This is an optimization exercise on Yosys and OpenROAD, whose aim is small area, a short achievable clock period and few clock cycles per item, not a production implementation.
Where RTL was checked, it was by simulation tests only, not by an equivalence proof against the original.
For runs 1 and 2, only the layout was checked, not whether the RTL still works.
Power is estimated from default activity; no workload was simulated.

## flow/design.v (module list and top-level ports; edited modules follow where they fit)
// module exec_unit: 918 lines
// module tomasulo_core: 76 lines
module tomasulo_core #(
  parameter logic [31:0] REG_INIT = 32'd5
) (
  input  logic        GCLK,
  input  logic        rst,
  input  logic [31:0] inst,          
  input  logic        inst_valid,
  output logic        fetch_en,
  output logic        wb_valid,      
  output logic [31:0] wb_value,
  input  logic [3:0]  dbg_addr,
  output logic [31:0] dbg_data,
  output logic        dbg_pending,
  output logic        idle           
);
  // ...
==> flow/run.sh <==
#!/bin/bash
# synth_recipe.tcl (not shown) runs the flow's synth.tcl, then flattens the netlist and writes it again
# the make line also repeats each setting of config.mk as NAME=value (left out here)
make -C /OpenROAD-flow-scripts/flow DESIGN_CONFIG=/design/flow/config.mk WORK_HOME=/design/flow/orfs CLKGATE_MAP_FILE= SYNTH_SCRIPT=/design/flow/synth_recipe.tcl finish
==> flow/config.mk <==
export PLATFORM = sky130hd
export DESIGN_NAME = tomasulo_core
export DESIGN_NICKNAME = tomasulo_core
export VERILOG_FILES = /design/flow/design.v
export SDC_FILE = /design/flow/constraint.sdc
export NUM_CORES = 4
export LEC_CHECK = 0
export CAP_MARGIN = 20
export CORE_MARGIN = 2
export CORE_UTILIZATION = 40
export SETUP_SLACK_MARGIN = 5
export SLEW_MARGIN = 20
==> flow/constraint.sdc <==
create_clock -name core_clock -period 12.0 [get_ports {GCLK}]
set_input_delay 2.4000 -clock core_clock [delete_from_list [all_inputs] [get_ports {GCLK}]]
set_output_delay 2.4000 -clock core_clock [all_outputs]
set_load 0.01 [all_outputs]
==> summary.txt, run 1 <==
Synth Flop Type - edfxtp_1
Placed Cells - 4795
Worst Hold Launch - e_dst[1]
final RePlAce weighted congestion - 0.898
Final Hold Fails - 0
CTS sink cnt - 639
area of the multi-input gates - 0.0274 mm^2
Post-synth top cells - edfxtp_1 (512), mux4_2 (492), xnor2_1 (273)
setup bufs post-CTS - 64
Synth area leader - edfxtp_1
Final Setup Violations - 0
Final period util - 0.582
Netlist cell types - 82
power share of the clock group - 0.322
top cells by area, synth - edfxtp_1 (33%), mux4_2 (24%), fa_1 (9.8%)
max reg flops - 512
warnings from Yosys - 1
Final min period - 6.98 ns
status - no timing/DRC/antenna violations
met2 Use GR - 0.411
WL met3 - 14800 um
count leader, synth - edfxtp_1
Clock Buffer Count - 88
clk tree area frac - 0.0419
post-synthesis simple-gate area fraction - 0.0463
Pre-antenna DRT Iters - 6
Max Clk Rate - 0.143 GHz
GRT met1 Usage - 0.350
most common cell after layout, fill and taps aside - edfxtp_1
GRT met3 Usage - 0.0428
crit path to - dbg_data[26]
CP bufs+invs - 4
H-tree depth - 3
RSZ-0062 raised after global routing - yes
CP Max Fanout - 9
Reg area - 0.0179 mm^2
worst min path class - flop to flop
largest family of logic cells by synthesized area - multiplexers
row count - 124
Post-Route Utilization - 0.474
Cell Area, Synth - 0.0460 mm^2
diode count - 0
cts repair resizes - 182
==> module tomasulo_core, before the edit <==
module tomasulo_core #(
  parameter logic [31:0] REG_INIT = 32'd5
) (
  input  logic        GCLK,
  input  logic        rst,
  input  logic [31:0] inst,          
  input  logic        inst_valid,
  output logic        fetch_en,
  output logic        wb_valid,      
  output logic [31:0] wb_value,
  input  logic [3:0]  dbg_addr,
  output logic [31:0] dbg_data,
  output logic        dbg_pending,
  output logic        idle           
);
  logic [31:0] rf   [16];
  logic [15:0] wr_q;                 
  logic        halted;
  logic        take, issue;
  logic [3:0]  opc, dst, src1, src2;
  logic        e_valid;
  logic        e_mul, e_sub;
  logic [3:0]  e_dst;
  logic [31:0] e_a, e_b;
  logic        e_fa, e_fb;           
  logic [31:0] x_a, x_b, x_y;
  logic        w_valid;
  logic [3:0]  w_dst;
  logic [31:0] w_val;
  logic [31:0] rd_a, rd_b;
  assign opc  = inst[31:28];
  assign dst  = inst[27:24];
  assign src1 = inst[23:20];
  assign src2 = inst[19:16];
  assign fetch_en = !halted;
  assign take     = inst_valid && !halted;
  assign issue    = take && (opc != tomasulo_pkg::OP_HLT);
  function automatic logic [31:0] rf_read(input logic [3:0] r);
    rf_read = wr_q[r] ? rf[r] : REG_INIT;
  endfunction
  assign rd_a = (w_valid && w_dst == src1) ? w_val : rf_read(src1);
  assign rd_b = (w_valid && w_dst == src2) ? w_val : rf_read(src2);
  always_ff @(posedge GCLK) begin
    if (rst) begin
      halted  <= 1'b0;
      e_valid <= 1'b0;
      w_valid <= 1'b0;
      wr_q    <= '0;
    end else begin
      if (take && opc == tomasulo_pkg::OP_HLT) halted <= 1'b1;
      e_valid <= issue;
      w_valid <= e_valid;
      if (w_valid) wr_q[w_dst] <= 1'b1;
    end
  end
  always_ff @(posedge GCLK) begin
    e_mul <= (opc == tomasulo_pkg::OP_MUL);
    e_sub <= (opc == tomasulo_pkg::OP_SUB);
    e_dst <= dst;
    e_a   <= rd_a;
    e_b   <= rd_b;
    e_fa  <= e_valid && e_dst == src1;
    e_fb  <= e_valid && e_dst == src2;
    w_dst <= e_dst;
    w_val <= x_y;
    if (w_valid) rf[w_dst] <= w_val;
  end
  assign x_a = e_fa ? w_val : e_a;
  assign x_b = e_fb ? w_val : e_b;
  exec_unit u_exec (.is_mul(e_mul), .is_sub(e_sub), .a(x_a), .b(x_b), .y(x_y));
  assign wb_valid    = w_valid;
  assign wb_value    = w_val;
  assign idle        = !e_valid && !w_valid;
  assign dbg_data    = rf_read(dbg_addr);
  assign dbg_pending = (e_valid && e_dst == dbg_addr) || (w_valid && w_dst == dbg_addr);
endmodule
==> inputs of run 2 (changes only) <==
--- a/flow/design.v
+++ b/flow/design.v
@@ -970,7 +970,13 @@
   assign take     = inst_valid && !halted;
   assign issue    = take && (opc != tomasulo_pkg::OP_HLT);
   function automatic logic [31:0] rf_read(input logic [3:0] r);
-    rf_read = wr_q[r] ? rf[r] : REG_INIT;
+    logic [15:0] hit;
+    rf_read = '0;
+    for (int j = 0; j < 16; j++) begin
+      hit[j] = (r == j[3:0]);
+      rf_read = rf_read | ({32{hit[j] & wr_q[j]}} & rf[j]);
+    end
+    if (|(hit & ~wr_q)) rf_read = rf_read | REG_INIT;
   endfunction
   assign rd_a = (w_valid && w_dst == src1) ? w_val : rf_read(src1);
   assign rd_b = (w_valid && w_dst == src2) ? w_val : rf_read(src2);
--- a/flow/config.mk
+++ b/flow/config.mk
@@ -7,6 +7,8 @@
 export LEC_CHECK = 0
 export CAP_MARGIN = 20
 export CORE_MARGIN = 2
-export CORE_UTILIZATION = 40
+export CORE_UTILIZATION = 50
+export CTS_CLUSTER_DIAMETER = 100
+export CTS_CLUSTER_SIZE = 24
 export SETUP_SLACK_MARGIN = 5
 export SLEW_MARGIN = 20
==> run 2 against run 1 <==
  * Still clean
  * Wire length is 22% higher
  * Clock power shrank 36%
  * Worst setup slack lost 0.013 ns
  * Worst hold slack better by 0.0012 ns
  * Area after synthesis down 6.5%
  * Sequential power down 12%
  * Total power decreased by 36%
  * Sequential cell count stayed put
  * Clock skew shrank 0.0047 ns
  * Register-to-register slack worse by 0.03 ns
  * Combinational power decreased by 76%
  * Largest power group unchanged
==> summary.txt, run 2 <==
Post-Syn Nets - 4302
post-synth top area share - 0.357
DR iter-0 viols - 6756
Slew headroom - 0.342
Wirelength per Cell - 35.9 um
Final Cell Area - 0.0484 mm^2
Post-synth top cells - edfxtp_1 (512), a22oi_1 (410), clkbuf_1 (284)
Fin Setup TNS - 0 ns
WL final - 184000 um
Mapped Cells - 3972
power density over the cells - 89.2 mW/mm^2
DIE AREA - 0.0884 mm^2
row count - 107 (-14%)
EDFF count, synth - 512
leakage power - 16.7 nW
layout cell share with drive strength beyond 1 - 0.138
Netlist cell types - 78 (-4.9%)
Final min period - 7.00 ns (+0.0131 ns)
Core ar. - 0.0853 mm^2
max reg flops - 512 (unchanged)
worst path arrival time - 4.60 ns
antenna violations before repair - 1
Num CTS Buffers - 36
placed inst area - 0.0452 mm^2
total power - 4.32 mW
Cell Area, Synth - 0.0430 mm^2 (-6.5%)
post-synthesis adder-cell area fraction - 0.124
Final Setup Violations - 0 (unchanged)
CP Launch Type - primary input
DRC errors left - 0
RSZ-0062 raised after global routing - yes
Synth Flop Type - edfxtp_1
Reg area - 0.0179 mm^2 (about the same)
pin count of the biggest net entering global routing - 65
largest family of logic cells by synthesized area - compound AO/OA/AOI/OAI gates
most common cell after layout, fill and taps aside - edfxtp_1
post-synthesis async set-or-reset flop share - 0
HPWL Detailed - 102000 um
H-tree depth - 2 (-1)
Final Max Slew Viols - 0
die width - 297 um
Pre-antenna DRT Iters - 12 (+6)
first-pass GRT wire length - 259000 um
IO buf count - 90
Top Ports - 107
Via density - 7.33
# hold bufs at CTS - 0
crit end category - output port
Root Driver - clkbuf_16
Initial Utilization - 0.505
Synth area leader - edfxtp_1
global route overflow - 0
mux share of post-synthesis cell area - 0.0284
XOR/XNOR share of the synthesized area - 0.0733
clock transition at the registers of the reported paths - 0.09 ns
area of the multi-input gates - 0.0240 mm^2 (-12%)
Compound-Gate Fraction of Synth Area - 0.229
Crit Path Class - primary input to output port
register bit count reported by yosys - 639
warnings from Yosys - 1 (unchanged)
maxcap violations - 0
most frequent cells in the layout - edfxtp_1 (512), a22oi_1 (408), xnor2_1 (273), a221oi_1 (254), a22o_1 (254)
post-synthesis simple-gate area fraction - 0.0763 (+0.0299)
Antenna Nets Post-Route - 0
CP Max Fanout - 32 (+23)
CTS sink cnt - 639 (unchanged)
final RePlAce weighted congestion - 0.938 (+4.4%)
Layout Nets - 4286
clock latency on the worst-skew pair - 0.63 ns
Fill cells - 7246
post-synthesis sequential area ratio - 0.416
CTS tree - done
worst min path class - flop to flop
Setup WS pre-CTS - 3.40 ns
final worst slack - 5.00 ns
Max Clk Rate - 0.143 GHz (-0.19%)
Area growth, synth to finish - 12.5%
Overall Global Routing Usage - 0.402
Worst Tran Pin Value - 0.960 ns
Critical Path RT - 9.60 ns
clock buffer depth - 3
Syn Area/Cell - 10.8 um^2
status - no timing/DRC/antenna violations
Via Count - 37546
top cells by area, synth - edfxtp_1 (36%), fa_1 (10%), a22oi_1 (7.2%)
Final Hold Fails - 0 (unchanged)
vias in the first global route - 36035
die height - 297 um
count leader, synth - edfxtp_1
Final period util - 0.583 (+0.00109)
maximum vdd drop - 0.135 mV
Most flops, register - rf
Setup Skew - 0.0412 ns
## run 2: cell count changes after synthesis, moves of 49 or more
cell,delta
a21oi_1,+71
nand3_1,+135
mux4_2,-492
a221oi_1,+251
a22oi_1,+383
o22ai_1,-99
nand2b_1,-55
a22o_1,+254
clkbuf_1,+101
and3_1,+49
nor2_1,+137
## run 2: cells by family after synthesis
group / after synthesis
compound gates: 1300
xor+xnor: 360
fa+ha+maj: 291
buf+inv: 595
flops: 639
mux: 110
simple gates: 677
## run 2: worst paths after layout
| path | from | end | slack (ns) | cells after the start |
|---|---|---|---|---|
| max | dbg_addr[2] | dbg_data[19] | 5.00 | 8 |
| min | e_dst[1] | w_dst[1] | 0.43 | 0 |
| max reg2reg | w_val[8] | w_val[31] | 5.01 | 27 |
| min reg2reg | e_dst[1] | w_dst[1] | 0.43 | 0 |
## run 2: timing repair
action | in CTS | in global routing
resized for setup | 165 | 162
setup buffers | 33 | 33
pin swaps | 28 | 86
setup endpoints to repair | 45 | 30
gates cloned | 4 | 4
## run 2: per-stage QoR
step / utilization / cells / hold WS, ns
global placement: 0.530 / 4987 / 0.407
CTS: 0.555 / 5083 / 0.428
detailed placement: 0.530 / 4988 / 0.415
global route: 0.568 / 5120 / 0.439
finish: 0.568 / 5122 / 0.428
floorplan: - / 3972 / 0.395
## run 2: cell type report
class	instances	share of cell area
sequential	639	0.370
clock inverter	9	0.00325
inverter	252	0.0196
multi-input combinational	2739	0.496
clock buffer	49	0.0200
timing repair buffer	288	0.0613
tap	1144	0.0296
antenna	2	0.000103
## run 2: power by group
part	internal [mW]	switching (mW)	leakage, nW
registers	2.45	0.0663	5.75
logic	0.145	0.260	10.4
clock network	0.596	0.799	0.538
total	3.19	1.13	16.7
## run 2: per-layer routing
layer,vias up,part of all wire,GRT usage
met5,-,0,0
met4,0,0.070,0.209
met3,904,0.15,0.126
met2,3514,0.43,0.602
met1,18064,0.35,0.523
li1,15064,-,-
## run 2: worst max-delay path, stage by stage
cell	delay, ns
buf_4	0.18
and2_1	0.22
and3_2	0.23
buf_8	0.26
a22o_1	0.29
a221oi_1	0.23
nand4_1	0.22
clkdlybuf4s50_1	0.54
==> inputs of run 3 (changes only) <==
--- a/flow/design.v
+++ b/flow/design.v
@@ -956,8 +956,7 @@
   logic        e_mul, e_sub;
   logic [3:0]  e_dst;
   logic [31:0] e_a, e_b;
-  logic        e_fa, e_fb;           
-  logic [31:0] x_a, x_b, x_y;
+  logic [31:0] x_y;
   logic        w_valid;
   logic [3:0]  w_dst;
   logic [31:0] w_val;
@@ -997,17 +996,13 @@
     e_mul <= (opc == tomasulo_pkg::OP_MUL);
     e_sub <= (opc == tomasulo_pkg::OP_SUB);
     e_dst <= dst;
-    e_a   <= rd_a;
-    e_b   <= rd_b;
-    e_fa  <= e_valid && e_dst == src1;
-    e_fb  <= e_valid && e_dst == src2;
+    e_a   <= (e_valid && e_dst == src1) ? x_y : rd_a;
+    e_b   <= (e_valid && e_dst == src2) ? x_y : rd_b;
     w_dst <= e_dst;
     w_val <= x_y;
     if (w_valid) rf[w_dst] <= w_val;
   end
-  assign x_a = e_fa ? w_val : e_a;
-  assign x_b = e_fb ? w_val : e_b;
-  exec_unit u_exec (.is_mul(e_mul), .is_sub(e_sub), .a(x_a), .b(x_b), .y(x_y));
+  exec_unit u_exec (.is_mul(e_mul), .is_sub(e_sub), .a(e_a), .b(e_b), .y(x_y));
   assign wb_valid    = w_valid;
   assign wb_value    = w_val;
   assign idle        = !e_valid && !w_valid;
==> flow/flow/run.sh (new file) <==
#!/bin/bash
set -euo pipefail
export SETUP_SLACK_MARGIN=6.5
bash standard.sh > standard.log 2>&1
==> flow/standard.sh (new file) <==
#!/bin/bash
# synth_recipe.tcl (not shown) runs the flow's synth.tcl, then flattens the netlist and writes it again
# the make line also repeats each setting of config.mk as NAME=value (left out here)
make -C /OpenROAD-flow-scripts/flow DESIGN_CONFIG=/design/flow/config.mk WORK_HOME=/design/flow/orfs CLKGATE_MAP_FILE= SYNTH_SCRIPT=/design/flow/synth_recipe.tcl "${@:-finish}"
--- a/flow/config.mk
+++ b/flow/config.mk
@@ -7,8 +7,5 @@
 export LEC_CHECK = 0
 export CAP_MARGIN = 20
 export CORE_MARGIN = 2
-export CORE_UTILIZATION = 50
-export CTS_CLUSTER_DIAMETER = 100
-export CTS_CLUSTER_SIZE = 24
-export SETUP_SLACK_MARGIN = 5
+export CORE_UTILIZATION = 40
 export SLEW_MARGIN = 20
removed: flow/run.sh
==> run 3 against run 2 <==
  * Synthesized cell count rose by 16%
  * Clock power rose by about 60%
  * Clock skew fell by 0.013 ns
  * Total power rose by 27%
  * Die area rose by 32%
  * Critical path depth rose by 1
  * Non-clock buffer count rose by 289
  * Final cell count rose by 24%
==> summary.txt, run 3 <==
status - no timing/DRC/antenna violations
crit end category - output port
Overall Global Routing Usage - 0.373 (-0.0293)
Initial Utilization - 0.404 (-0.101)
CP peak stage delay - 0.40 ns (-0.14 ns)
vias in the first global route - 42323 (+17%)
Post-Route Utilization - 0.514 (-0.0539)
worst-path cell chain - buf_12, and2_4, and3_4, buf_16, buf_12, a22o_1, a221oi_2, nand4_1, buf_2
Synth area leader - edfxtp_1
HPWL Detailed - 110000 um (+7.8%)
leakage power - 20.9 nW (+25%)
Final Cell Area - 0.0580 mm^2 (+20%)
clock latency on the worst-skew pair - 0.64 ns (about the same)
Final period util - 0.557 (-0.0261)
CP Launch Type - primary input
Root Driver - clkbuf_16
die width - 342 um (+15%)
IO buf count - 90 (unchanged)
most common cell after layout, fill and taps aside - edfxtp_1
Slowest cell on crit path - nand4_1
post-synth top area share - 0.337 (-0.0198)
Slew headroom - 0.293 (-0.0484)
Layout Cells excl Fill - 6342 (+24%)
WL final - 229000 um (+24%)
DIE AREA - 0.117 mm^2 (+32%)
Setup WS pre-CTS - 3.82 ns (+0.427 ns)
Crit Path Class - primary input to output port
Most flops, register - rf
clock transition at the registers of the reported paths - 0.06 ns (-0.03 ns)
top cells by area, synth - edfxtp_1 (34%), fa_1 (9.8%), a22oi_1 (6.4%)
RR Endpoint - e_b[26]
total power - 5.49 mW (+27%)
final RePlAce weighted congestion - 0.940 (+0.27%)
Placed Cells - 5847 (+17%)
CTS sink cnt - 637 (-0.31%)
Reg-to-Reg Start - e_b[5]
Pre-antenna DRT Iters - 9 (-3)
Post-Syn Nets - 4950 (+15%)
worst min path class - flop to flop
DRC errors left - 0 (unchanged)
CP Max Fanout - 7 (-78%)
Layout Nets - 5114 (+19%)
Num CTS Buffers - 67 (+86%)
placed inst area - 0.0486 mm^2 (+7.5%)
worst path arrival time - 4.28 ns (-0.32 ns)
Fin Setup TNS - 0 ns (unchanged)
RSZ-0062 raised after global routing - yes
Top Ports - 107 (unchanged)
Final min period - 6.68 ns (-0.313 ns)
Max Clk Rate - 0.150 GHz (+4.7%)
worst hold slack - 0.437 ns (+0.00966 ns)
Via density - 7.17 (-2.2%)
Netlist cell types - 73 (-6.4%)
Final Max Slew Viols - 0 (unchanged)
Core ar. - 0.113 mm^2 (+32%)
DR iter-0 viols - 9559 (+41%)
maximum vdd drop - 0.114 mV (-16%)
warnings from Yosys - 1 (unchanged)
first-pass GRT wire length - 313000 um (+21%)
max reg flops - 512 (unchanged)
Setup Skew - 0.0281 ns (-0.0131 ns)
Worst Hold Launch - halted
post-synthesis async set-or-reset flop share - 0 (unchanged)
Syn Area/Cell - 9.86 um^2 (-9.0%)
H-tree depth - 3 (+1)
WHS Path Cells - 1 (+1)
R2R cell count - 26 (-3.7%)
layout cell share with drive strength beyond 1 - 0.249 (+0.111)
most numerous cell on the critical path - buf_12
Final Hold Fails - 0 (unchanged)
Via Count - 45481 (+21%)
Post-synth top cells - edfxtp_1 (512), clkbuf_1 (412), a22oi_1 (389)
power density over the cells - 94.7 mW/mm^2 (+6.2%)
maxcap violations - 0 (unchanged)
EDFF count, synth - 512 (unchanged)
Mapped Cells - 4621 (+16%)
clock buffer depth - 3 (unchanged)
Synth Flop Type - edfxtp_1
row count - 123 (+15%)
Cell Area, Synth - 0.0456 mm^2 (+5.9%)
Wirelength per Cell - 36.0 um (+0.36%)
die height - 342 um (+15%)
Area growth, synth to finish - 27.3%
post-synthesis sequential area ratio - 0.392 (-0.0240)
Critical Path RT - 9.60 ns (about the same)
Hold Path End - e_valid
Final Setup Violations - 0 (unchanged)
Antenna Nets Post-Route - 0 (unchanged)
antenna violations before repair - 13 (+12)
reg2reg setup slack - 5.73 ns (+0.72 ns)
global route overflow - 0 (unchanged)
pin count of the biggest net entering global routing - 65 (unchanged)
most frequent cells in the layout - edfxtp_1 (512), a22oi_1 (374), nor2_1 (342), a22o_1 (326), buf_4 (270)
Worst Tran Pin Value - 1.06 ns (+0.100 ns)
count leader, synth - edfxtp_1
final worst slack - 5.32 ns (+0.313 ns)
register bit count reported by yosys - 637 (-0.31%)
CTS tree - done
run 3: cell count changes after synthesis, moves of 72 or more:
cell / before / now
nand2_1: 75 / 221
nor2_1: 244 / 378
xnor2_1: 279 / 147
a22o_1: 254 / 326
nand3_1: 143 / 63
a21oi_1: 145 / 253
o22ai_1: 109 / 13
o21ai_0: 46 / 225
clkbuf_1: 284 / 412
run 3: metal layers:
layer  vias up  GRT usage  share of wire
met5         -    0.00980         0.0011
met4        20      0.272          0.097
met3      1527      0.152           0.16
met2      4668      0.528           0.40
met1     21516      0.455           0.34
li1      17750          -              -
run 3: cell type report:
| type | instances | area, um^2 |
|---|---|---|
| clock buffer | 86 | 1840 |
| sequential | 637 | 18000 |
| inverter | 282 | 1140 |
| clock inverter | 36 | 457 |
| fill | 9727 | 54800 |
| multi-input combinational | 3219 | 27700 |
| timing repair buffer | 577 | 6990 |
| antenna | 4 | 10.0 |
| timing repair inverter | 1 | 16.3 |
| tap | 1500 | 1880 |
run 3: report_power, final:
part           internal [mW]  switching (mW)  total, mW
Sequential              2.47           0.118       2.59
Combinational          0.278           0.399      0.677
Clock                   1.29           0.931       2.22
run 3: timing repair:
| action | 4_1_cts | 5_1_grt |
|---|---|---|
| pin swaps | 192 | 166 |
| hold buffers | 0 | 0 |
| endpoints found under the setup margin | 104 | 98 |
| gates resized for setup | 703 | 182 |
| setup buffers | 204 | 104 |
| gates cloned | 54 | 7 |
run 3: cell families after synthesis:
logic type               count (synthesis)  synth area share
XOR/XNOR                               238            0.0464
AO/OA/AOI/OAI                         1649             0.265
AND/OR/NAND/NOR                        956            0.0971
adder cells (fa/ha/maj)                334             0.126
multiplexers                            37           0.00846
flip-flops                             637             0.392
buffers and inverters                  770            0.0647
run 3: worst max path at each step:
stage | to | from | depth (start not counted) | slack, ns
2_1_floorplan | dbg_data[13] | dbg_addr[0] | 8 | 5.95
3_3_place_gp | dbg_data[2] | dbg_addr[0] | 9 | 3.88
3_5_place_dp | dbg_data[30] | dbg_addr[0] | 8 | 3.82
4_1_cts | dbg_data[16] | dbg_addr[0] | 9 | 5.46
5_1_grt | dbg_data[0] | dbg_addr[1] | 10 | 5.32
6_report | dbg_data[6] | dbg_addr[0] | 9 | 5.32
run 3: critical path: cells and delay by family:
family          cells  cell delay [ns]
simple gates        3             0.80
buf+inv             4             0.69
compound gates      2             0.38
Testbench counts of run 3, summed over its fixed seeds: cycles 8,282, items 7,706.
==> inputs of run 4 (changes only) <==
==> flow/run.sh (new file) <==
#!/bin/bash
# synth_recipe.tcl (not shown) runs the flow's synth.tcl, then flattens the netlist and writes it again
# the make line also repeats each setting of config.mk as NAME=value (left out here)
make -C /OpenROAD-flow-scripts/flow DESIGN_CONFIG=/design/flow/config.mk WORK_HOME=/design/flow/orfs CLKGATE_MAP_FILE= SYNTH_SCRIPT=/design/flow/synth_recipe.tcl finish
--- a/flow/config.mk
+++ b/flow/config.mk
@@ -5,7 +5,9 @@
 export SDC_FILE = /design/flow/constraint.sdc
 export NUM_CORES = 4
 export LEC_CHECK = 0
+export ABC_AREA = 1
 export CAP_MARGIN = 20
 export CORE_MARGIN = 2
 export CORE_UTILIZATION = 40
+export SETUP_SLACK_MARGIN = 5
 export SLEW_MARGIN = 20
removed: flow/flow/run.sh
removed: flow/standard.sh
==> run 4 against run 3 <==
  * Worst hold slack got worse by 0.015 ns
  * Sequential share of layout area increased by 3.9 points
  * Wire length decreased by 7.0%
  * First-iteration DRC count decreased by 15%
  * Largest power group unchanged
  * Maximum frequency decreased by 6.0%
  * Register-to-register slack got worse by 0.56 ns
  * Clock skew increased by 0.0045 ns
  * Largest cell class unchanged
  * Critical endpoint is now dbg_data[21]
  * Final cell count increased by 1.3%
  * Sequential power decreased by 3%
  * Via count decreased by 6.3%
  * Clock power increased by 3%
  * Critical path depth increased by 4
==> summary.txt, run 4 <==
pin count of the biggest net entering global routing - 40 (-38%)
WHS Path Cells - 0 (-1)
HPWL Detailed - 128000 um (+16%)
Final Max Slew Viols - 0 (unchanged)
R2R cell count - 29 (+12%)
top cells by area, synth - edfxtp_1 (35%), fa_1 (10%), o22ai_1 (7.8%)
global route overflow - 0 (unchanged)
CTS tree - done
antenna violations before repair - 14 (+1)
Slew headroom - 0.132 (-0.162)
CTS sink cnt - 637 (unchanged)
register bit count reported by yosys - 637 (unchanged)
Final min period - 7.11 ns (+0.428 ns)
post-synthesis sequential area ratio - 0.412 (+0.0201)
Wirelength per Cell - 33.1 um (-8.2%)
die width - 333 um (-2.4%)
Max Clk Rate - 0.141 GHz (-6.0%)
# hold bufs at CTS - 0 (unchanged)
Post-synth top cells - inv_1 (759), nand2_1 (700), o22ai_1 (543)
post-synthesis async set-or-reset flop share - 0 (unchanged)
post-synth top area share - 0.355 (+0.0173)
met1 wire length - 71300 um (-7.2%)
worst-path cell chain - clkbuf_4, inv_4, nor2_4, inv_2, nor2_1, nand2_1, buf_12, clkinvlp_4, buf_12, clkbuf_16, a221oi_1, nand4_1, buf_2
maximum vdd drop - 0.164 mV (+44%)
Setup Skew - 0.0327 ns (+0.00452 ns)
Final Cell Area - 0.0512 mm^2 (-12%)
DIE AREA - 0.111 mm^2 (-4.8%)
Reg area - 0.0179 mm^2 (-0.60%)
die height - 333 um (-2.4%)
CP peak stage delay - 0.32 ns (-0.08 ns)
Fin Setup TNS - 0 ns (unchanged)
DRC errors left - 0 (unchanged)
Layout Nets - 5282 (+3.3%)
Post-Syn Nets - 5099 (+3.0%)
most common cell after layout, fill and taps aside - inv_1
clock transition at the registers of the reported paths - 0.06 ns (about the same)
Most flops, register - rf
Root Driver - clkbuf_16
clock latency on the worst-skew pair - 0.66 ns (+0.02 ns)
Via Count - 42636 (-6.3%)
IO buf count - 90 (unchanged)
Synth area leader - edfxtp_1
Netlist cell types - 57 (-22%)
clock buffer depth - 3 (unchanged)
max reg flops - 512 (unchanged)
Slowest cell on crit path - nand4_1
Worst Tran Pin Value - 1.29 ns (+0.231 ns)
Final Hold Fails - 0 (unchanged)
power density over the cells - 102 mW/mm^2 (+8.1%)
CP bufs+invs - 8 (+4)
Num CTS Buffers - 71 (+6.0%)
Overall Global Routing Usage - 0.371 (-0.00201)
worst path arrival time - 4.71 ns (+0.43 ns)
status - no timing/DRC/antenna violations
Cell Area, Synth - 0.0433 mm^2 (-4.9%)
total power - 5.24 mW (-4.6%)
final RePlAce weighted congestion - 1.00 (+6.5%)
Critical Path RT - 9.60 ns (about the same)
CP Max Fanout - 6 (-1)
Synth Flop Type - edfxtp_1
leakage power - 20.1 nW (-3.9%)
Worst path top cell family by delay - buffers and inverters
DR top layer - met5
maxcap violations - 0 (unchanged)
Initial Utilization - 0.404 (+0.000433)
most frequent cells in the layout - inv_1 (725), nand2_1 (689), o22ai_1 (537), edfxtp_1 (512), xor2_1 (266)
area of the multi-input gates - 0.0224 mm^2 (-19%)
Pre-antenna DRT Iters - 9 (unchanged)
worst min path class - flop to flop
WP depth - 13 (+4)
WL final - 213000 um (-7.0%)
first-pass GRT wire length - 294000 um (-6.2%)
Mapped Cells - 4770 (+3.2%)
Top Ports - 107 (unchanged)
row count - 120 (-2.4%)
Fill cells - 10121 (+4.1%)
Area growth, synth to finish - 18.1%
crit end category - output port
vias in the first global route - 39688 (-6.2%)
RSZ-0062 raised after global routing - yes
met2 wire length - 86300 um (-5.9%)
DR iter-0 viols - 8168 (-15%)
Crit Path Class - primary input to output port
H-tree depth - 3 (unchanged)
placed inst area - 0.0463 mm^2 (-4.7%)
Syn Area/Cell - 9.09 um^2 (-7.8%)
count leader, synth - inv_1
CP Launch Type - primary input
Final Setup Violations - 0 (unchanged)
most numerous cell on the critical path - buf_12
EDFF count, synth - 512 (unchanged)
Via density - 6.63 (-7.5%)
Core ar. - 0.107 mm^2 (-5.0%)
layout cell share with drive strength beyond 1 - 0.121 (-0.128)
Final period util - 0.593 (+0.0357)
WL met3 - 33900 um (-9.7%)
warnings from Yosys - 1 (unchanged)
Antenna Nets Post-Route - 0 (unchanged)
==> run 4: where the power goes <==
group / internal, mW / switching, mW / leakage [nW] / total, mW
logic: 0.133 / 0.305 / 13.2 / 0.438
clock network: 1.33 / 0.947 / 1.15 / 2.28
registers: 2.46 / 0.0589 / 5.73 / 2.52
==> run 4: per-layer routing <==
layer,vias up,track usage
li1,17227,-
met1,20063,0.440
met2,4094,0.530
met3,1250,0.156
met4,2,0.283
met5,-,0
==> run 4: what timing repair did <==
action | in CTS | in global routing
resized for setup | 269 | 119
setup buffers | 69 | 42
endpoints found under the setup margin | 85 | 57
pin swaps | 30 | 29
cloned | 8 | 3
==> run 4: logic make-up after synthesis <==
| logic type | Yosys count | synth area share |
|---|---|---|
| simple gates | 1173 | 0.114 |
| buf+inv | 1059 | 0.0936 |
| xor+xnor | 301 | 0.0608 |
| flops | 637 | 0.412 |
| compound gates | 1310 | 0.197 |
| fa+ha+maj | 290 | 0.123 |
==> run 4: metrics by stage <==
stage	setup slack, ns	cells	hold slack [ns]	utilization
CTS	4.92	6369	0.423	0.469
global placement	2.70	6161	0.417	0.432
floorplan	5.60	4770	0.388	-
global route	4.86	6415	0.446	0.477
finish	4.89	6427	0.422	0.477
detailed placement	2.70	6161	0.417	0.432
==> run 4: final timing paths <==
| path | start | to | slack (ns) |
|---|---|---|---|
| setup / recovery | dbg_addr[0] | dbg_data[21] | 4.89 |
| hold / removal | e_dst[2] | w_dst[2] | 0.42 |
| setup reg to reg | e_mul | e_a[27] | 5.17 |
| hold reg to reg | e_dst[2] | w_dst[2] | 0.42 |
==> run 4: cell type report <==
cell class                      instances  share of cell area
Multi-Input combinational cell       3074               0.438
Antenna cell                           13            0.000636
Tap cell                             1403              0.0343
Inverter                              808              0.0629
Timing Repair Buffer                  359              0.0679
Timing Repair inverter                  2            0.000244
Sequential cell                       637               0.349
Clock inverter                         36             0.00772
Clock buffer                           95              0.0385
==> inputs of run 5 (changes only) <==
--- a/flow/config.mk
+++ b/flow/config.mk
@@ -8,6 +8,6 @@
 export ABC_AREA = 1
 export CAP_MARGIN = 20
 export CORE_MARGIN = 2
-export CORE_UTILIZATION = 40
+export CORE_UTILIZATION = 60
 export SETUP_SLACK_MARGIN = 5
 export SLEW_MARGIN = 20
==> run 5 against run 4 <==
  * Worst hold slack gained 0.0082 ns
  * Sequential power is essentially flat
  * Non-clock buffer count shrank 27
  * Wire length grew 0.62%
  * Maximum frequency shrank 0.54%
  * Critical path depth shrank 1
  * Area after synthesis is the same
  * Synthesized cell count is the same
  * Global-route usage grew 19 points
  * Final cell count shrank 7.5%
  * Largest power group unchanged
  * Highest routed layer unchanged
==> summary.txt, run 5 <==
post-synthesis async set-or-reset flop share - 0 (unchanged)
worst min path class - flop to flop
CTS tree - done
power density over the cells - 102 mW/mm^2 (about the same)
Final min period - 7.15 ns (+0.0388 ns)
Overall Global Routing Usage - 0.562 (+0.191)
count leader, synth - inv_1
Final period util - 0.596 (+0.00323)
CTS sink cnt - 637 (unchanged)
warnings from Yosys - 1 (unchanged)
Syn Area/Cell - 9.09 um^2 (unchanged)
pin count of the biggest net entering global routing - 47 (+18%)
DIE AREA - 0.0744 mm^2 (-33%)
global route overflow - 0 (unchanged)
most common cell after layout, fill and taps aside - inv_1
Most flops, register - rf
EDFF count, synth - 512 (unchanged)
first-pass GRT wire length - 293000 um (about the same)
Final Setup Violations - 0 (unchanged)
Post-synth top cells - inv_1 (759), nand2_1 (700), o22ai_1 (543)
die height - 273 um (-18%)
Via Count - 44069 (+3.4%)
Crit Path Class - primary input to output port
Num CTS Buffers - 67 (-5.6%)
Cell Area, Synth - 0.0433 mm^2 (unchanged)
row count - 98 (-18%)
clock buffer depth - 3 (unchanged)
clock transition at the registers of the reported paths - 0.06 ns (about the same)
Antenna Nets Post-Route - 0 (unchanged)
post-synthesis sequential area ratio - 0.412 (unchanged)
vias in the first global route - 41007 (+3.3%)
Slew headroom - 0.162 (+0.0307)
Root Driver - clkbuf_16
DRC errors left - 0 (unchanged)
layout cell share with drive strength beyond 1 - 0.113 (-0.00753)
DR iter-0 viols - 9369 (+15%)
Pre-antenna DRT Iters - 15 (+6)
max reg flops - 512 (unchanged)
Initial Utilization - 0.606 (+0.202)
Via density - 7.42 (+12%)
Core ar. - 0.0715 mm^2 (-33%)
Synth area leader - edfxtp_1
Post-Route Utilization - 0.701 (+0.224)
Wirelength per Cell - 36.0 um (+8.8%)
most frequent cells in the layout - inv_1 (727), nand2_1 (688), o22ai_1 (539), edfxtp_1 (512), xor2_1 (267)
reg2reg setup slack - 5.17 ns (about the same)
Area growth, synth to finish - 15.6%
Max Clk Rate - 0.140 GHz (-0.54%)
Final Cell Area - 0.0501 mm^2 (-2.1%)
worst path arrival time - 4.75 ns (+0.04 ns)
Worst Tran Pin Value - 1.24 ns (-0.0473 ns)
register bit count reported by yosys - 637 (unchanged)
HPWL Detailed - 126000 um (-1.6%)
Post-Syn Nets - 5099 (unchanged)
Final Max Slew Viols - 0 (unchanged)
Setup Skew - 0.0347 ns (+0.00206 ns)
Placed Cells - 5695 (-7.6%)
final RePlAce weighted congestion - 1.06 (+6.3%)
R2R cell count - 26 (-10%)
RSZ-0062 raised after global routing - yes
Critical Path RT - 9.60 ns (about the same)
maximum vdd drop - 0.166 mV (+1.5%)
Layout Nets - 5257 (-0.47%)
Netlist cell types - 57 (unchanged)
antenna violations before repair - 14 (unchanged)
leakage power - 20.0 nW (-0.53%)
clock latency on the worst-skew pair - 0.66 ns (about the same)
Fin Setup TNS - 0 ns (unchanged)
Synth Flop Type - edfxtp_1
WL final - 214000 um (+0.62%)
Final Hold Fails - 0 (unchanged)
Mapped Cells - 4770 (unchanged)
die width - 273 um (-18%)
top cells by area, synth - edfxtp_1 (35%), fa_1 (10%), o22ai_1 (7.8%)
maxcap violations - 0 (unchanged)
crit end category - output port
CP Max Fanout - 13 (+7)
IO buf count - 90 (unchanged)
total power - 5.13 mW (-2.1%)
CP Launch Type - primary input
post-synth top area share - 0.355 (unchanged)
status - no timing/DRC/antenna violations
H-tree depth - 3 (unchanged)
placed inst area - 0.0456 mm^2 (-1.4%)
Layout Cells excl Fill - 5943 (-7.5%)
Top Ports - 107 (unchanged)
WHS Path Cells - 0 (unchanged)
## run 5: changes by cell type in the layout (fill, tap and decap cells not counted), moves of 5 or more
| cell | previous run | this run |
|---|---|---|
| buf_4 | 219 | 198 |
| clkbuf_16 | 77 | 69 |
| a221oi_1 | 135 | 140 |
| dlygate4sd2_1 | 15 | 9 |
| clkbuf_1 | 18 | 11 |
| buf_12 | 29 | 23 |
| nor2_1 | 146 | 151 |
| dlymetal6s2s_1 | 3 | 10 |
| a221oi_2 | 8 | 3 |
| clkinvlp_4 | 16 | 25 |
## run 5: critical path, stage by stage
cell and delay, ns:
buf_2 0.19, inv_2 0.08, nor2_2 0.18, inv_2 0.09, nor2_1 0.09, inv_1 0.08
nor2_4 0.15, buf_4 0.20, bufbuf_16 0.38, a221oi_1 0.14, nand4_1 0.17, clkdlybuf4s50_1 0.55
## run 5: cell type report
class,count,area (um^2)
inverter,808,3250
timing repair inverter,8,61.3
timing repair buffer,332,3250
clock inverter,41,460
fill,5554,21400
antenna,11,27.5
multi-input combinational,3074,22200
tap,950,1190
sequential,637,17900
clock buffer,82,1780
## run 5: cell families after synthesis
family	count (synthesis)	synth area share
AOI/OAI and AO/OA	1310	0.197
and+or+nand+nor	1173	0.114
buffers and inverters	1059	0.0936
DFF	637	0.412
xor gates and xnor gates	301	0.0608
adders and majority gates	290	0.123
## run 5: metal layers
metal | track usage | part of all wire | vias to the layer above | routed length, um
li1 | - | - | 17198 | -
met1 | 0.635 | 0.30 | 20237 | 64900
met2 | 0.781 | 0.39 | 4888 | 84100
met3 | 0.283 | 0.18 | 1730 | 38400
met4 | 0.490 | 0.12 | 16 | 26200
met5 | 0.00513 | 0.0011 | - | 231
## run 5: worst paths after layout
path                             startpoint           to
worst min-delay path               e_dst[2]     w_dst[2]
worst max-delay path            dbg_addr[0]  dbg_data[5]
worst min register to register     e_dst[2]     w_dst[2]
worst max register to register      e_b[19]    w_val[31]
## run 5: where the power goes
group / internal, mW / switching, mW / leakage, nW
Sequential: 2.46 / 0.0814 / 5.73
Clock: 1.23 / 0.954 / 1.09
Combinational: 0.123 / 0.281 / 13.2
## run 5: what timing repair did
item / in CTS / in global routing
cloned: 12 / 4
setup endpoints to repair: 79 / 68
setup buffers: 69 / 29
gates resized for setup: 228 / 115
pin swaps: 19 / 32
hold buffers: 0 / 0
## run 5: through the flow
step,setup WS [ns],hold WS (ns)
after floorplan,5.60,0.388
after global placement,2.97,0.416
after detailed placement,2.98,0.418
after CTS,4.98,0.426
after global routing,4.85,0.436
final,4.85,0.430
==> inputs of run 6 (changes only) <==
==> flow/config.mk (replaced) <==
export PLATFORM = sky130hd
export DESIGN_NAME = tomasulo_core
export DESIGN_NICKNAME = tomasulo_core
export VERILOG_FILES = /design/flow/design.v
export SDC_FILE = /design/flow/constraint.sdc
export NUM_CORES = 4
export LEC_CHECK = 0
export CAP_MARGIN = 20
export CORE_MARGIN = 2
export CORE_UTILIZATION = 40
export SETUP_SLACK_MARGIN = 4
export SLEW_MARGIN = 20
==> run 6 against run 5 <==
  * Highest routed layer unchanged
  * Largest power group unchanged
  * Clock skew barely moved
  * Worst setup slack worse by 0.82 ns
  * Via count is 5.1% lower
  * Total power up 0.41%
  * Combinational power rose by 26%
  * Sequential share of layout area increased by 0.20 points
  * Clock power down 6%
==> summary.txt, run 6 <==
WL final - 196000 um (-8.2%)
CP Max Fanout - 32 (+19)
EDFF count, synth - 512 (unchanged)
pin count of the biggest net entering global routing - 81 (+72%)
total power - 5.15 mW (+0.41%)
worst hold slack - 0.434 ns (+0.00365 ns)
Slowest cell on crit path - clkdlybuf4s50_1
maxcap violations - 0 (unchanged)
Worst path top cell family by delay - buffers and inverters
Initial Utilization - 0.404 (-0.202)
max reg flops - 512 (unchanged)
Layout Cells excl Fill - 5972 (+0.49%)
Final Setup Violations - 0 (unchanged)
status - no timing/DRC/antenna violations
Syn Area/Cell - 9.86 um^2 (+8.5%)
Cell Area, Synth - 0.0456 mm^2 (+5.1%)
HPWL Detailed - 109000 um (-13%)
Antenna Nets Post-Route - 0 (unchanged)
Critical Path RT - 9.60 ns (about the same)
layout cell share with drive strength beyond 1 - 0.0758 (-0.0374)
Area growth, synth to finish - 9.48%
CTS sink cnt - 637 (unchanged)
DIE AREA - 0.117 mm^2 (+57%)
top cells by area, synth - edfxtp_1 (34%), fa_1 (9.8%), a22oi_1 (6.4%)
Wirelength per Cell - 32.9 um (-8.7%)
Worst Tran Pin Value - 1.11 ns (-0.130 ns)
Setup Skew - 0.0343 ns (-0.000380 ns)
worst path arrival time - 5.57 ns (+0.82 ns)
Most flops, register - rf
Fin Setup TNS - 0 ns (unchanged)
Root Driver - clkbuf_16
Fill cells - 10607 (+91%)
post-synthesis async set-or-reset flop share - 0 (unchanged)
post-synth top area share - 0.337 (-0.0173)
Post-Syn Nets - 4950 (-2.9%)
most frequent cells in the layout - edfxtp_1 (512), a22oi_1 (389), nor2_1 (362), a22o_1 (326), a221oi_1 (297)
Final period util - 0.664 (+0.0681)
CP bufs+invs - 3 (-4)
maximum vdd drop - 0.133 mV (-20%)
Slew headroom - 0.253 (+0.0902)
Crit Path Class - primary input to output port
Post-synth top cells - edfxtp_1 (512), clkbuf_1 (412), a22oi_1 (389)
count leader, synth - edfxtp_1
Synth Flop Type - edfxtp_1
Top Ports - 107 (unchanged)
WP depth - 8 (-4)
antenna violations before repair - 6 (-8)
Netlist cell types - 73 (+28%)
Placed Cells - 5849 (+2.7%)
Max Clk Rate - 0.126 GHz (-10%)
warnings from Yosys - 1 (unchanged)
crit end category - output port
die height - 342 um (+25%)
CP Launch Type - primary input
IO buf count - 90 (unchanged)
Via Count - 41809 (-5.1%)
Final Cell Area - 0.0499 mm^2 (-0.48%)
Layout Nets - 4748 (-9.7%)
most common cell after layout, fill and taps aside - edfxtp_1
worst min path class - flop to flop
Core ar. - 0.113 mm^2 (+58%)
# hold bufs at CTS - 0 (unchanged)
global route overflow - 0 (unchanged)
Num CTS Buffers - 66 (-1.5%)
placed inst area - 0.0476 mm^2 (+4.4%)
crit path to - dbg_data[4]
reg2reg setup slack - 4.27 ns (-0.90 ns)
Final Max Slew Viols - 0 (unchanged)
final RePlAce weighted congestion - 0.929 (-13%)
row count - 123 (+26%)
first-pass GRT wire length - 280000 um (-4.7%)
Synth area leader - edfxtp_1
clock latency on the worst-skew pair - 0.62 ns (-0.04 ns)
vias in the first global route - 39673 (-3.3%)
clock transition at the registers of the reported paths - 0.06 ns (about the same)
Post-Route Utilization - 0.442 (-0.259)
register bit count reported by yosys - 637 (unchanged)
crit path launch - dbg_addr[3]
Setup WS pre-CTS - 3.77 ns (+0.785 ns)
Overall Global Routing Usage - 0.326 (-0.236)
DRC errors left - 0 (unchanged)
DR iter-0 viols - 8078 (-14%)
leakage power - 17.7 nW (-12%)
final worst slack - 4.03 ns (-0.817 ns)
Final min period - 7.97 ns (+0.817 ns)
Mapped Cells - 4621 (-3.1%)
worst-path cell chain - dlygate4sd2_1, and2_1, and3_2, buf_4, a22o_1, a221oi_1, nand4_1, clkdlybuf4s50_1
CP peak stage delay - 0.67 ns (+0.12 ns)
Reg-to-Reg Start - e_b[0]
power density over the cells - 103 mW/mm^2 (+0.90%)
clock buffer depth - 3 (unchanged)
die width - 342 um (+25%)
Final Hold Fails - 0 (unchanged)
RSZ-0062 raised after global routing - no
R2R cell count - 25 (-3.8%)
Via density - 7.00 (-5.6%)
Pre-antenna DRT Iters - 13 (-2)
RR Endpoint - e_a[31]
H-tree depth - 3 (unchanged)
post-synthesis sequential area ratio - 0.392 (-0.0201)
CTS tree - done
[run 6: worst min path at each step]
stage	from	to	slack, ns	cells past startpoint
floorplan	e_dst[2]	w_dst[2]	0.39	0
global placement	halted	e_valid	0.42	1
detailed placement	halted	e_valid	0.43	1
CTS	halted	e_valid	0.44	1
global route	e_dst[0]	w_dst[0]	0.45	0
finish	halted	e_valid	0.43	1
[run 6: cell families after synthesis]
kind of cell | after synthesis | share of synthesized area
DFF | 637 | 0.392
and+or+nand+nor | 956 | 0.0971
adders and majority gates | 334 | 0.126
AOI/OAI and AO/OA | 1649 | 0.265
muxes | 37 | 0.00846
buffers and inverters | 770 | 0.0647
xor gates and xnor gates | 238 | 0.0464
[run 6: power breakdown]
part	internal, mW	total [mW]	leakage (nW)	switching [mW]
Sequential	2.48	2.59	5.73	0.115
Combinational	0.177	0.511	10.9	0.334
Clock	1.17	2.05	1.04	0.881
[run 6: final cells by class]
class                           instances  area [um^2]  area share
Clock buffer                           92         1880      0.0377
Clock inverter                         27          235     0.00472
Timing Repair Buffer                  218         1940      0.0388
Multi-Input combinational cell       3214        25000       0.501
Antenna cell                            2         5.00    0.000100
Tap cell                             1500         1880      0.0376
Inverter                              282         1060      0.0212
Sequential cell                       637        17900       0.359
[run 6: per-layer routing]
layer,up-vias,GRT usage,part of all wire
li1,16954,-,-
met1,20042,0.421,0.36
met2,3769,0.483,0.42
met3,1036,0.106,0.15
met4,8,0.180,0.068
met5,-,0,0.00026
[run 6: timing repair]
item / in CTS / in global routing
buffers inserted: 0 / 1
endpoints found under the setup margin: 5 / 24
endpoints found under the hold margin: 0 / 0
resized for setup: 14 / 14
==> inputs of run 7 (changes only) <==
==> flow/flow/run.sh (new file) <==
#!/bin/bash
set -euo pipefail
export SETUP_SLACK_MARGIN=5.5
bash standard.sh > standard.log 2>&1
==> flow/standard.sh (new file) <==
#!/bin/bash
# synth_recipe.tcl (not shown) runs the flow's synth.tcl, then flattens the netlist and writes it again
# the make line also repeats each setting of config.mk as NAME=value (left out here)
make -C /OpenROAD-flow-scripts/flow DESIGN_CONFIG=/design/flow/config.mk WORK_HOME=/design/flow/orfs CLKGATE_MAP_FILE= SYNTH_SCRIPT=/design/flow/synth_recipe.tcl "${@:-finish}"
--- a/flow/config.mk
+++ b/flow/config.mk
@@ -8,5 +8,4 @@
 export CAP_MARGIN = 20
 export CORE_MARGIN = 2
 export CORE_UTILIZATION = 40
-export SETUP_SLACK_MARGIN = 4
 export SLEW_MARGIN = 20
removed: flow/run.sh
==> run 7 against run 6 <==
  * Still clean
  * Clock skew is 0.0024 ns lower
  * Sequential power is essentially flat
  * Total power increased by 1.6%
  * Critical path type unchanged
  * Critical endpoint is now dbg_data[31]
  * Largest power group unchanged
==> summary.txt, run 7 <==
Via density - 7.08 (+1.1%)
register bit count reported by yosys - 637 (unchanged)
CTS sink cnt - 637 (unchanged)
DR iter-0 viols - 9012 (+12%)
Slowest cell on crit path - nand4_1
global route overflow - 0 (unchanged)
first-pass GRT wire length - 293000 um (+4.6%)
H-tree depth - 3 (unchanged)
clock buffer depth - 3 (unchanged)
CTS tree - done
worst min path class - flop to flop
Post-synth top cells - edfxtp_1 (512), clkbuf_1 (412), a22oi_1 (389)
CP Launch Type - primary input
crit end category - output port
Final Max Slew Viols - 0 (unchanged)
Antenna Nets Post-Route - 0 (unchanged)
Most flops, register - rf
Mapped Cells - 4621 (unchanged)
most numerous cell on the critical path - buf_12
most common cell after layout, fill and taps aside - edfxtp_1
power density over the cells - 98.2 mW/mm^2 (-4.9%)
worst path arrival time - 4.37 ns (-1.20 ns)
WL final - 210000 um (+6.8%)
count leader, synth - edfxtp_1
Final Setup Violations - 0 (unchanged)
Critical Path RT - 9.60 ns (about the same)
leakage power - 19.0 nW (+7.4%)
# hold bufs at CTS - 0 (unchanged)
Core ar. - 0.113 mm^2 (unchanged)
post-synth top area share - 0.337 (unchanged)
Netlist cell types - 73 (unchanged)
Layout Nets - 4882 (+2.8%)
Via Count - 43244 (+3.4%)
Post-Syn Nets - 4950 (unchanged)
maxcap violations - 0 (unchanged)
Setup Skew - 0.0320 ns (-0.00235 ns)
DIE AREA - 0.117 mm^2 (unchanged)
RSZ-0062 raised after global routing - yes
clock transition at the registers of the reported paths - 0.06 ns (about the same)
most frequent cells in the layout - edfxtp_1 (512), a22oi_1 (388), nor2_1 (349), a22o_1 (326), inv_1 (267)
DRC errors left - 0 (unchanged)
HPWL Detailed - 109000 um (unchanged)
Slew headroom - 0.339 (+0.0860)
IO buf count - 90 (unchanged)
clock latency on the worst-skew pair - 0.63 ns (about the same)
Wirelength per Cell - 34.3 um (+4.5%)
post-synthesis sequential area ratio - 0.392 (unchanged)
Final min period - 6.77 ns (-1.20 ns)
CP Max Fanout - 5 (-84%)
Final Hold Fails - 0 (unchanged)
Pre-antenna DRT Iters - 10 (-3)
worst hold slack - 0.438 ns (+0.00383 ns)
die width - 342 um (unchanged)
pin count of the biggest net entering global routing - 81 (unchanged)
worst-path cell chain - buf_12, and2_4, and3_4, buf_12, buf_4, buf_12, a22o_1, a221oi_2, nand4_1, buf_2
EDFF count, synth - 512 (unchanged)
Final period util - 0.564 (-0.0997)
row count - 123 (unchanged)
Synth Flop Type - edfxtp_1
vias in the first global route - 40688 (+2.6%)
status - no timing/DRC/antenna violations
Fin Setup TNS - 0 ns (unchanged)
Synth area leader - edfxtp_1
Overall Global Routing Usage - 0.344 (+0.0179)
warnings from Yosys - 1 (unchanged)
Num CTS Buffers - 66 (unchanged)
post-synthesis async set-or-reset flop share - 0 (unchanged)
Crit Path Class - primary input to output port
Top Ports - 107 (unchanged)
max reg flops - 512 (unchanged)
layout cell share with drive strength beyond 1 - 0.157 (+0.0810)
top cells by area, synth - edfxtp_1 (34%), fa_1 (9.8%), a22oi_1 (6.4%)
Cell Area, Synth - 0.0456 mm^2 (unchanged)
die height - 342 um (unchanged)
Max Clk Rate - 0.148 GHz (+18%)
Fill cells - 10302 (-2.9%)
Worst Tran Pin Value - 0.992 ns (-0.121 ns)
maximum vdd drop - 0.133 mV (-0.43%)
Root Driver - clkbuf_16
Area growth, synth to finish - 16.9%
final RePlAce weighted congestion - 0.929 (unchanged)
antenna violations before repair - 8 (+2)
Initial Utilization - 0.404 (unchanged)
Syn Area/Cell - 9.86 um^2 (unchanged)
CP peak stage delay - 0.31 ns (-0.36 ns)
run 7: repair_timing:
item	in CTS	in global routing
setup endpoints to repair	94	69
setup buffers	57	49
resized for setup	392	199
pin swaps	53	109
cloned	20	10
run 7: worst max-delay path, delay by kind of cell:
family	cells	cell delay, ns
buf+inv	5	0.81
simple gates	3	0.73
compound gates	2	0.40
run 7: metal layers:
metal	part of all wire	track usage	up-vias
met2	0.41	0.499	4214
met3	0.16	0.134	1144
li1	-	-	17238
met5	0.00069	0	-
met1	0.35	0.431	20636
met4	0.077	0.209	12
run 7: metrics by stage:
stage                     cells  worst slack (ns)  utilization  power (mW)  area [um^2]
after global placement     5849              3.81        0.422        3.12        47600
after CTS                  6045              5.34        0.459        5.17        51800
after detailed placement   5849              3.77        0.422        3.12        47600
after global routing       6104              5.18        0.472        5.36        53200
final                      6108              5.23        0.472        5.23        53300
after floorplan            4621              5.52            -        2.89        45600
run 7: logic make-up after synthesis:
| logic type | after synthesis | share of synthesized area |
|---|---|---|
| flip-flops | 637 | 0.392 |
| AND/OR/NAND/NOR | 956 | 0.0971 |
| XOR/XNOR | 238 | 0.0464 |
| adder cells (fa/ha/maj) | 334 | 0.126 |
| AO/OA/AOI/OAI | 1649 | 0.265 |
| multiplexers | 37 | 0.00846 |
| buffers and inverters | 770 | 0.0647 |
run 7: cell type report:
cell class              count  area, um^2  area share
multi-input cells        3214       26200       0.491
flip-flops and latches    637       17900       0.337
repair buffers            352        4040      0.0758
clock buffers              92        1880      0.0353
well taps                1500        1880      0.0352
inverters                 282        1110      0.0208
clock inverters            27         235     0.00442
diodes                      4        10.0    0.000188
run 7: final timing paths:
check              start      endpoint  slack (ns)  cells after the start
min reg2reg       halted       e_valid        0.44                      1
max reg2reg        e_mul     w_val[22]        5.55                     23
max          dbg_addr[0]  dbg_data[31]        5.23                     10
min               halted       e_valid        0.44                      1
run 7: power breakdown:
part	switching [mW]	internal, mW	leakage (nW)
Combinational	0.360	0.224	12.2
Sequential	0.117	2.48	5.74
Clock	0.889	1.17	1.04
==> inputs of run 8 (changes only) <==
==> flow/run.sh (new file) <==
#!/bin/bash
# synth_recipe.tcl (not shown) runs the flow's synth.tcl, then flattens the netlist and writes it again
# the make line also repeats each setting of config.mk as NAME=value (left out here)
make -C /OpenROAD-flow-scripts/flow DESIGN_CONFIG=/design/flow/config.mk WORK_HOME=/design/flow/orfs CLKGATE_MAP_FILE= SYNTH_SCRIPT=/design/flow/synth_recipe.tcl finish
--- a/flow/config.mk
+++ b/flow/config.mk
@@ -8,4 +8,6 @@
 export CAP_MARGIN = 20
 export CORE_MARGIN = 2
 export CORE_UTILIZATION = 40
+export CTS_BUF_LIST = sky130_fd_sc_hd__clkbuf_4 sky130_fd_sc_hd__clkbuf_8
+export SETUP_SLACK_MARGIN = 5
 export SLEW_MARGIN = 20
removed: flow/flow/run.sh
removed: flow/standard.sh
==> run 8 against run 7 <==
  * Largest cell class unchanged
  * Final cell count down 0.72%
  * Still clean
  * Sequential power barely moved
  * Total power is 2.9% lower
  * Worst hold slack lost 0.00094 ns
  * Sequential share of layout area grew 1.6 points
  * Highest routed layer unchanged
==> summary.txt, run 8 <==
Core ar. - 0.113 mm^2 (unchanged)
Layout Nets - 4809 (-1.5%)
clock latency on the worst-skew pair - 0.77 ns (+0.14 ns)
EDFF count, synth - 512 (unchanged)
Via Count - 42267 (-2.3%)
final RePlAce weighted congestion - 0.929 (unchanged)
final worst slack - 5.03 ns (-0.205 ns)
post-synth top area share - 0.337 (unchanged)
leakage power - 18.2 nW (-4.4%)
row count - 123 (unchanged)
worst-path cell chain - clkbuf_4, and2_2, and3_2, buf_8, a22o_1, a221oi_1, nand4_1, buf_2
Antenna Nets Post-Route - 0 (unchanged)
CTS tree - done
vias in the first global route - 40384 (-0.75%)
crit end category - output port
Setup Skew - 0.0464 ns (+0.0144 ns)
Mapped Cells - 4621 (unchanged)
Initial Utilization - 0.404 (unchanged)
DR iter-0 viols - 7576 (-16%)
post-synthesis sequential area ratio - 0.392 (unchanged)
Slew headroom - 0.281 (-0.0580)
Most flops, register - rf
pin count of the biggest net entering global routing - 81 (unchanged)
Final Hold Fails - 0 (unchanged)
clock transition at the registers of the reported paths - 0.06 ns (about the same)
Netlist cell types - 73 (unchanged)
Top Ports - 107 (unchanged)
global route overflow - 0 (unchanged)
die height - 342 um (unchanged)
CTS sink cnt - 637 (unchanged)
total power - 5.08 mW (-2.9%)
first-pass GRT wire length - 282000 um (-3.8%)
H-tree depth - 3 (unchanged)
Slowest cell on crit path - nand4_1
Root Driver - clkbuf_8
Post-Route Utilization - 0.449 (-0.0227)
layout cell share with drive strength beyond 1 - 0.110 (-0.0467)
worst hold slack - 0.437 ns (-0.000937 ns)
Worst path top cell family by delay - simple AND/OR/NAND/NOR gates
Worst Tran Pin Value - 1.08 ns (+0.0855 ns)
DIE AREA - 0.117 mm^2 (unchanged)
Syn Area/Cell - 9.86 um^2 (unchanged)
Overall Global Routing Usage - 0.328 (-0.0159)
Post-synth top cells - edfxtp_1 (512), clkbuf_1 (412), a22oi_1 (389)
most common cell after layout, fill and taps aside - edfxtp_1
Crit Path Class - primary input to output port
DRC errors left - 0 (unchanged)
Final Setup Violations - 0 (unchanged)
CP Launch Type - primary input
Critical Path RT - 9.60 ns (about the same)
maxcap violations - 0 (unchanged)
Max Clk Rate - 0.143 GHz (-2.9%)
CP Max Fanout - 32 (+27)
Fill cells - 10596 (+2.9%)
Cell Area, Synth - 0.0456 mm^2 (unchanged)
Post-Syn Nets - 4950 (unchanged)
worst path arrival time - 4.57 ns (+0.20 ns)
top cells by area, synth - edfxtp_1 (34%), fa_1 (9.8%), a22oi_1 (6.4%)
clock buffer depth - 3 (unchanged)
Fin Setup TNS - 0 ns (unchanged)
max reg flops - 512 (unchanged)
warnings from Yosys - 1 (unchanged)
Wirelength per Cell - 32.9 um (-4.1%)
power density over the cells - 100 mW/mm^2 (+2.0%)
IO buf count - 90 (unchanged)
Final Max Slew Viols - 0 (unchanged)
RSZ-0062 raised after global routing - no
register bit count reported by yosys - 637 (unchanged)
Final min period - 6.97 ns (+0.205 ns)
CP peak stage delay - 0.38 ns (+0.07 ns)
WL final - 200000 um (-4.8%)
Pre-antenna DRT Iters - 10 (unchanged)
CP bufs+invs - 3 (-2)
Setup WS pre-CTS - 3.77 ns (unchanged)
post-synthesis async set-or-reset flop share - 0 (unchanged)
Via density - 6.97 (-1.6%)
Synth area leader - edfxtp_1
maximum vdd drop - 0.0958 mV (-28%)
Area growth, synth to finish - 11.3%
Num CTS Buffers - 96 (+45%)
status - no timing/DRC/antenna violations
antenna violations before repair - 7 (-1)
worst min path class - flop to flop
Final period util - 0.581 (+0.0171)
count leader, synth - edfxtp_1
Synth Flop Type - edfxtp_1
HPWL Detailed - 109000 um (unchanged)
die width - 342 um (unchanged)
most frequent cells in the layout - edfxtp_1 (512), a22oi_1 (389), nor2_1 (355), a22o_1 (326), a221oi_1 (293)
-- run 8: cell counts after synthesis --
Identical to the previous run, type by type.
-- run 8: cells by family (layout without fill, tap and decap cells) --
group,Yosys count,after routing,share of synthesized area
fa+ha+maj,334,334,0.126
other cells,0,5,0
simple gates,956,956,0.0971
compound gates,1649,1649,0.265
flops,637,637,0.392
mux,37,37,0.00846
buf+inv,770,708,0.0647
xor+xnor,238,238,0.0464
-- run 8: metal layers --
| layer | wire, um | GRT usage | vias up |
|---|---|---|---|
| li1 | - | - | 17088 |
| met1 | 71800 | 0.421 | 20220 |
| met2 | 83600 | 0.483 | 3929 |
| met3 | 30300 | 0.109 | 1020 |
| met4 | 13700 | 0.188 | 10 |
| met5 | 179 | 0.00776 | - |
-- run 8: final cells by class --
cell class | instances | area, um^2 | area share
antenna | 5 | 12.5 | 0.000247
clock buffer | 139 | 1730 | 0.0342
clock inverter | 38 | 345 | 0.00681
inverter | 282 | 1080 | 0.0213
multi-input combinational | 3214 | 25200 | 0.498
sequential | 637 | 17900 | 0.353
tap | 1500 | 1880 | 0.0370
timing repair buffer | 249 | 2500 | 0.0494
-- run 8: metrics by stage --
stage	std cells	area, um^2
3_5_place_dp	5849	47600
6_report	6064	50700
4_1_cts	6035	50000
5_1_grt	6060	50700
3_3_place_gp	5849	47600
2_1_floorplan	4621	45600
-- run 8: what timing repair did --
| item | in CTS | in global routing |
|---|---|---|
| gates cloned | 0 | 5 |
| gates resized for setup | 137 | 122 |
| pin swaps | 14 | 17 |
| setup endpoints to repair | 76 | 58 |
| buffers inserted | 9 | 18 |
| hold buffers | 0 | 0 |
-- run 8: final timing paths --
path / from / to / slack [ns] / cells after the start
worst max-delay path: dbg_addr[1] / dbg_data[30] / 5.03 / 8
worst min-delay path: halted / e_valid / 0.44 / 1
worst min register to register: halted / e_valid / 0.44 / 1
worst max register to register: e_mul / e_a[31] / 5.18 / 23
-- run 8: power by group --
group          leakage (nW)  internal [mW]  switching (mW)  total (mW)
sequential             5.74           2.48           0.116        2.59
combinational          11.3          0.189           0.339       0.528
clock                  1.09           1.06           0.901        1.96
==> inputs of run 9 (changes only) <==
--- a/flow/config.mk
+++ b/flow/config.mk
@@ -8,6 +8,6 @@
 export CAP_MARGIN = 20
 export CORE_MARGIN = 2
 export CORE_UTILIZATION = 40
-export CTS_BUF_LIST = sky130_fd_sc_hd__clkbuf_4 sky130_fd_sc_hd__clkbuf_8
 export SETUP_SLACK_MARGIN = 5
 export SLEW_MARGIN = 20
+export TNS_END_PERCENT = 10
==> run 9 against run 8 <==
  * Sequential cell count unchanged
  * Via count decreased by 1.0%
  * Maximum frequency decreased by 4.9%
  * Clock power increased by 5%
  * Synthesized cell count unchanged
  * Highest routed layer unchanged
==> summary.txt, run 9 <==
status - no timing/DRC/antenna violations
worst hold slack - 0.434 ns (-0.00232 ns)
most common cell after layout, fill and taps aside - edfxtp_1
Num CTS Buffers - 66 (-31%)
worst path arrival time - 4.94 ns (+0.37 ns)
RSZ-0062 raised after global routing - yes
final worst slack - 4.66 ns (-0.363 ns)
warnings from Yosys - 1 (unchanged)
clock buffer depth - 3 (unchanged)
Post-Route Utilization - 0.449 (-0.000887)
leakage power - 18.0 nW (-0.88%)
CP Max Fanout - 32 (unchanged)
clock transition at the registers of the reported paths - 0.06 ns (about the same)
Setup WS pre-CTS - 3.77 ns (unchanged)
Via Count - 41841 (-1.0%)
Layout Cells excl Fill - 5999 (-1.1%)
total power - 5.17 mW (+1.7%)
Final Cell Area - 0.0506 mm^2 (-0.20%)
WHS Path Cells - 1 (unchanged)
post-synth top area share - 0.337 (unchanged)
Max Clk Rate - 0.136 GHz (-4.9%)
Area growth, synth to finish - 11.1%
Slowest cell on crit path - clkdlybuf4s50_1
Gate power share - 0.102 (-0.002)
HPWL Detailed - 109000 um (unchanged)
Fill cells - 10529 (-0.63%)
Most flops, register - rf
Cell Area, Synth - 0.0456 mm^2 (unchanged)
Setup Skew - 0.0365 ns (-0.00984 ns)
Most Crowded Layer GR - met2
GRT met1 Usage - 0.421 (-0.000686)
# hold bufs at CTS - 0 (unchanged)
Core ar. - 0.113 mm^2 (unchanged)
power density over the cells - 102 mW/mm^2 (+1.9%)
switching power - 1.34 mW (-1.5%)
GRT met3 Usage - 0.107 (-0.00122)
Int Power - 3.83 mW (+2.8%)
Slew headroom - 0.297 (+0.0162)
row count - 123 (unchanged)
Initial Utilization - 0.404 (unchanged)
Final Setup Violations - 0 (unchanged)
Final period util - 0.611 (+0.0302)
Synth Flop Type - edfxtp_1
placed inst area - 0.0476 mm^2 (unchanged)
final RePlAce weighted congestion - 0.929 (unchanged)
register bit count reported by yosys - 637 (unchanged)
count leader, synth - edfxtp_1
Antenna Nets Post-Route - 0 (unchanged)
power share of the clock group - 0.397 (+0.011)
WP depth - 8 (unchanged)
Layout Nets - 4776 (-0.69%)
H-tree depth - 3 (unchanged)
EDFF count, synth - 512 (unchanged)
Crit Path Class - primary input to output port
WL final - 197000 um (-1.2%)
Critical Path RT - 9.60 ns (about the same)
top cells by area, synth - edfxtp_1 (34%), fa_1 (9.8%), a22oi_1 (6.4%)
Worst path top cell family by delay - buffers and inverters
Overall Global Routing Usage - 0.327 (-0.00133)
Root Driver - clkbuf_16
max reg flops - 512 (unchanged)
Top Ports - 107 (unchanged)
CP bufs+invs - 3 (unchanged)
CTS sink cnt - 637 (unchanged)
Pre-antenna DRT Iters - 11 (+1)
global route overflow - 0 (unchanged)
switching share of power - 0.259 (-0.00841)
clock latency on the worst-skew pair - 0.63 ns (-0.14 ns)
worst-path cell chain - clkdlybuf4s15_2, nor2b_2, and3_2, clkbuf_8, a22o_1, a221oi_1, nand4_1, clkdlybuf4s50_1
vias in the first global route - 39885 (-1.2%)
Final min period - 7.34 ns (+0.363 ns)
run 9: cell counts after synthesis:
No cell type changed its count.
run 9: logic make-up (layout without fill, tap and decap cells):
logic type      Yosys count  after routing  share of synthesized area
compound gates         1649           1649                      0.265
mux                      37             37                    0.00846
flops                   637            637                      0.392
buf+inv                 770            647                     0.0647
xor+xnor                238            238                     0.0464
simple gates            956            956                     0.0971
other cells               0              1                          0
fa+ha+maj               334            334                      0.126
run 9: timing repair:
action / 4_1_cts / 5_1_grt
endpoints found under the setup margin: 76 / 70
setup buffers: 9 / 17
endpoints found under the hold margin: 0 / 0
pin swaps: 9 / 11
gates cloned: 0 / 4
resized for setup: 93 / 110
run 9: worst register-to-register path, cell delays in order (launching register included):
cell and delay, ns:
dfxtp_4 0.44, buf_8 0.33, and2_1 0.24, buf_4 0.32
a22oi_1 0.19, fa_1 0.48, fa_1 0.56, inv_1 0.06
fa_1 0.53, inv_1 0.06, fa_1 0.54, inv_1 0.04
ha_1 0.29, ha_1 0.35, a21o_1 0.20, a21oi_1 0.14
nor2b_1 0.06, o21ai_1 0.36, nand2_1 0.22, a211oi_1 0.41
o21bai_1 0.10, a21oi_1 0.18, xor2_1 0.44, inv_1 0.21
run 9: final timing paths:
check / from / to / slack, ns
min: halted / e_valid / 0.43
max: dbg_addr[0] / dbg_data[8] / 4.66
max reg2reg: e_mul / w_val[22] / 5.10
min reg2reg: halted / e_valid / 0.43
run 9: power by group through the flow:
stage / Clock, mW / Sequential, mW / Combinational, mW
2_1_floorplan: 0 / 2.59 / 0.302
5_1_grt: 2.14 / 2.60 / 0.565
6_report: 2.05 / 2.59 / 0.525
3_5_place_dp: 0 / 2.63 / 0.493
4_1_cts: 2.06 / 2.59 / 0.499
3_3_place_gp: 0 / 2.63 / 0.489
run 9: final cells by class:
type | count | area (um^2) | share of cell area
Inverter | 282 | 1080 | 0.0214
Sequential cell | 637 | 17900 | 0.354
Timing Repair Buffer | 246 | 2430 | 0.0481
Clock buffer | 92 | 1880 | 0.0371
Tap cell | 1500 | 1880 | 0.0371
Multi-Input combinational cell | 3214 | 25200 | 0.497
Clock inverter | 27 | 235 | 0.00465
Antenna cell | 1 | 2.50 | 0.0000495
run 9: metal layers:
layer	vias up	routed length, um
met5	-	38
met4	6	13500
met3	1001	29400
met2	3724	82900
met1	20096	71400
li1	17014	-

separate check: timing with driven ports:
In the flow no input, the clock included, has a driving cell. The finished layouts below were timed again as built, in two steps.
Step 1 assumes that a clkbuf_16 drives the clock port and a buf_2 every other input.
Step 2 times the ports against the registers' clock, not the clock port: input delays grow and output delays shrink by t, the midpoint of the rising clock arrivals with the driver on.
Slacks: no drivers / after step 1 / after step 2; pairs: no drivers / after step 1.
run	t, ns	setup WS [ns]
run 1	0.683	5.017 / 4.791 / 4.791
run 2	0.672	5.004 / 4.982 / 4.982
run 3	0.699	5.318 / 5.270 / 5.270
run 4	0.710	4.889 / 4.868 / 4.868
run 5	0.713	4.851 / 4.824 / 4.824
run 6	0.679	4.034 / 4.014 / 4.014
run 7	0.680	5.231 / 5.179 / 5.179
run 8	0.806	5.026 / 5.000 / 5.000
run 9	0.680	4.663 / 4.643 / 4.643
After both steps setup and hold are still met in every run listed.
